What follows belongs to an exercise in optimizing a design on an open flow for small area, a short achievable clock period and few clock cycles per item; a production flow would make more cautious choices.
The RTL was checked by simulation tests, not by an equivalence proof against the original design.

Design conv_pe_top, start of the top module:
module conv_pe_top (
    input  logic          clk,
    input  logic          arst_n,
    input  logic          row_wr,
    input  logic [287:0]  row_data,
    input  logic          weight_wr,
    input  logic [1:0]    weight_filter,
    input  logic [1:0]    weight_row,
    input  logic [26:0]   weight_taps,
    output logic          busy,
    output logic          out_valid,
    output logic [4:0]    out_col,
    output logic [65:0]   out_data
);
    logic         win_valid;
    logic [4:0]   win_col;
    logic [80:0]  window;
    logic [242:0] weights;
    row_buffer u_rows (
        .clk       (clk),
        .arst_n    (arst_n),
        .row_wr    (row_wr),
        .row_data  (row_data),
        .busy      (busy),
        .win_valid (win_valid),
        .win_col   (win_col),
        .window    (window)
    );
    always_ff @(posedge clk or negedge arst_n) begin
        if (!arst_n) begin
            weights <= '0;
        end else if (weight_wr) begin
            for (int f = 0; f < 3; f++) begin
                for (int r = 0; r < 3; r++) begin
                    if (weight_filter == 2'(f) && weight_row == 2'(r)) begin
                        weights[81*f + 27*r +: 27] <= weight_taps;
                    end
                end
            end
        end
    end
    for (genvar f = 0; f < 3; f++) begin : g_mac
        logic       v;
  ...
Settings: LEC_CHECK=0, CAP_MARGIN=20, CORE_MARGIN=2, CORE_UTILIZATION=55, PLACE_DENSITY=0.68, SETUP_SLACK_MARGIN=4.92, SLEW_MARGIN=20; clock period 8.0 ns.
standard.sh (not shown) runs the stock make flow with config.mk's settings and CLKGATE_MAP_FILE= SYNTH_SCRIPT=/design/flow/synth_recipe.tcl, a recipe that flattens the netlist after the stock synthesis.
==> flow/flow/run.sh <==
#!/bin/bash
# Own layout flow: the standard layout (standard.sh) with these changes.
# 1. Synthesis skips the generic ABC pass inside Yosys's "synth" fine stage
#    (synth -noabc), so the hand-built full-adder trees in kernel_mac.sv reach
#    extract_fa unchanged instead of being restructured first (which made
#    extract_fa put an inverter at most adder pins).  Everything else,
#    registers included, is the standard synthesis script.
# 2. Port buffers are buf_2 cells instead of the delay cell
#    (clkdlybuf4s50_1) that buffer_ports picks by default.  Every input and
#    output port still gets its own buffer.
# 3. Clock tree synthesis clusters up to 25 sinks within 95 um per leaf buffer and adds
#    no dummy loads (a balanced H-tree from the clock port as usual, every
#    register reached through clock buffers).
# Every tool's output goes to flow_make.log in the work folder; ORFS also
# keeps its per-step logs under orfs/logs.
set -euo pipefail
work=$(pwd)
sed 's/yosys synth -nofsm -noshare /yosys synth -nofsm -noshare -noabc /' \
    synth_recipe.tcl > "$work/noabc_synth.tcl"
grep -q -- '-noabc' "$work/noabc_synth.tcl"
bash standard.sh SYNTH_SCRIPT="$work/noabc_synth.tcl" \
    BUFFER_PORTS_ARGS="-buffer_cell sky130_fd_sc_hd__buf_2" \
    CTS_ARGS="-sink_clustering_enable -repair_clock_nets -dont_use_dummy_load -sink_clustering_size 25 -sink_clustering_max_diameter 95" \
    finish > "$work/flow_make.log" 2>&1
Testbench counts at the start, summed over its fixed seeds: cycles 9,160, results 9,120.
Then changed:
--- a/flow/flow/run.sh
+++ b/flow/flow/run.sh
@@ -9,5 +9,5 @@
 #    (clkdlybuf4s50_1) that buffer_ports picks by default.  Every input and
 #    output port still gets its own buffer.
-# 3. Clock tree synthesis clusters up to 25 sinks within 95 um per leaf buffer and adds
+# 3. Clock tree synthesis clusters up to 20 sinks within 80 um per leaf buffer and adds
 #    no dummy loads (a balanced H-tree from the clock port as usual, every
 #    register reached through clock buffers).
@@ -21,4 +21,4 @@
 bash standard.sh SYNTH_SCRIPT="$work/noabc_synth.tcl" \
     BUFFER_PORTS_ARGS="-buffer_cell sky130_fd_sc_hd__buf_2" \
-    CTS_ARGS="-sink_clustering_enable -repair_clock_nets -dont_use_dummy_load -sink_clustering_size 25 -sink_clustering_max_diameter 95" \
+    CTS_ARGS="-sink_clustering_enable -repair_clock_nets -dont_use_dummy_load -sink_clustering_size 20 -sink_clustering_max_diameter 80" \
     finish > "$work/flow_make.log" 2>&1
- SETUP_SLACK_MARGIN: 4.92 -> 4.85
Effect: Setup slack loses 0.077 ns. Utilization is higher by 0.33 points. Routed wire length barely changes. Global-route usage hardly moves. First-iteration DRC count falls by a few percent. Cell area grows slightly.


Starting RTL as in the previous note.
export LEC_CHECK = 0
export CAP_MARGIN = 20
export CORE_MARGIN = 2
export CORE_UTILIZATION = 55
export PLACE_DENSITY = 0.68
export SETUP_SLACK_MARGIN = 4.92
export SLEW_MARGIN = 20
create_clock -name core_clock -period 8.0 [get_ports {clk}]
==> flow/flow/run.sh <==
#!/bin/bash
# Own layout flow: the standard layout (standard.sh) with these changes.
# 1. Synthesis skips the generic ABC pass inside Yosys's "synth" fine stage
#    (synth -noabc), so the hand-built full-adder trees in kernel_mac.sv reach
#    extract_fa unchanged instead of being restructured first (which made
#    extract_fa put an inverter at most adder pins).  Everything else,
#    registers included, is the standard synthesis script.
# 2. Port buffers are buf_2 cells instead of the delay cell
#    (clkdlybuf4s50_1) that buffer_ports picks by default.  Every input and
#    output port still gets its own buffer.
# 3. Clock tree synthesis clusters up to 20 sinks within 80 um per leaf buffer and adds
#    no dummy loads (a balanced H-tree from the clock port as usual, every
#    register reached through clock buffers).
# Every tool's output goes to flow_make.log in the work folder; ORFS also
# keeps its per-step logs under orfs/logs.
set -euo pipefail
work=$(pwd)
sed 's/yosys synth -nofsm -noshare /yosys synth -nofsm -noshare -noabc /' \
    synth_recipe.tcl > "$work/noabc_synth.tcl"
grep -q -- '-noabc' "$work/noabc_synth.tcl"
bash standard.sh SYNTH_SCRIPT="$work/noabc_synth.tcl" \
    BUFFER_PORTS_ARGS="-buffer_cell sky130_fd_sc_hd__buf_2" \
    CTS_ARGS="-sink_clustering_enable -repair_clock_nets -dont_use_dummy_load -sink_clustering_size 20 -sink_clustering_max_diameter 80" \
    finish > "$work/flow_make.log" 2>&1
Testbench counts at the start, summed over its fixed seeds: cycles 9,160, results 9,120.
==> next run, changes <==
--- a/flow/flow/run.sh
+++ b/flow/flow/run.sh
@@ -10,3 +10,3 @@
 #    output port still gets its own buffer.
-# 3. Clock tree synthesis clusters up to 20 sinks within 80 um per leaf buffer and adds
+# 3. Clock tree synthesis clusters up to 25 sinks within 95 um per leaf buffer and adds
 #    no dummy loads (a balanced H-tree from the clock port as usual, every
@@ -22,3 +22,3 @@
     BUFFER_PORTS_ARGS="-buffer_cell sky130_fd_sc_hd__buf_2" \
-    CTS_ARGS="-sink_clustering_enable -repair_clock_nets -dont_use_dummy_load -sink_clustering_size 20 -sink_clustering_max_diameter 80" \
+    CTS_ARGS="-sink_clustering_enable -repair_clock_nets -dont_use_dummy_load -sink_clustering_size 25 -sink_clustering_max_diameter 95" \
     finish > "$work/flow_make.log" 2>&1
- SETUP_SLACK_MARGIN: 4.92 -> 4.85
First-iteration DRC count rose by a few percent.
Sequential share of layout area increases by 0.37 points.
Die area is unchanged.
Hold slack stays flat.
Synthesized cell count stays the same.
Wire length is lower slightly.
Global-route usage decreases by 0.16 points.
Cell count goes down slightly.
Via count is about the same.
Utilization falls by 0.55 points.
Maximum frequency came out lower slightly.

## separate check: timing with driven ports
The results above use ideal ports. As a check the final layouts listed here were re-extracted and re-timed, cells and wires unchanged.
Step 1 assumes that a clkbuf_16 drives the clock port and a buf_2 every other input.
Step 2 adds t to the input delays and takes it off the output delays; t is the mean of the earliest and latest rising clock arrival at the registers after step 1. Input paths then give back, and output paths get back, about the clock's delay inside the block.
Slacks: no drivers / after step 1 / after step 2; pairs: no drivers / after step 1.
| run | shift t [ns] | slack for setup (ns) | hold WS [ns] | slew at the worst register clock pin (ns) | cell pins on the clock port's net |
|---|---|---|---|---|---|
| the first run of note 1 | 0.904 | 4.906 / 4.849 / 4.295 | 0.336 / 0.336 / 0.336 | 0.12 / 0.12 | 1 |
| the second run of note 1 | 0.904 | 4.829 / 4.773 / 4.197 | 0.336 / 0.336 / 0.336 | 0.09 / 0.09 | 1 |
| the first run of note 2 | 0.903 | 4.869 / 4.869 / 4.232 | 0.336 / 0.336 / 0.336 | 0.09 / 0.09 | 1 |
| the second run of note 2 | 0.908 | 4.836 / 4.804 / 4.073 | 0.338 / 0.338 / 0.338 | 0.11 / 0.11 | 1 |
After both steps every run listed still meets setup and hold. The setup slack of the second run of note 2, which loses most, moves by -0.032 ns with the drivers and by -0.763 ns with both steps.
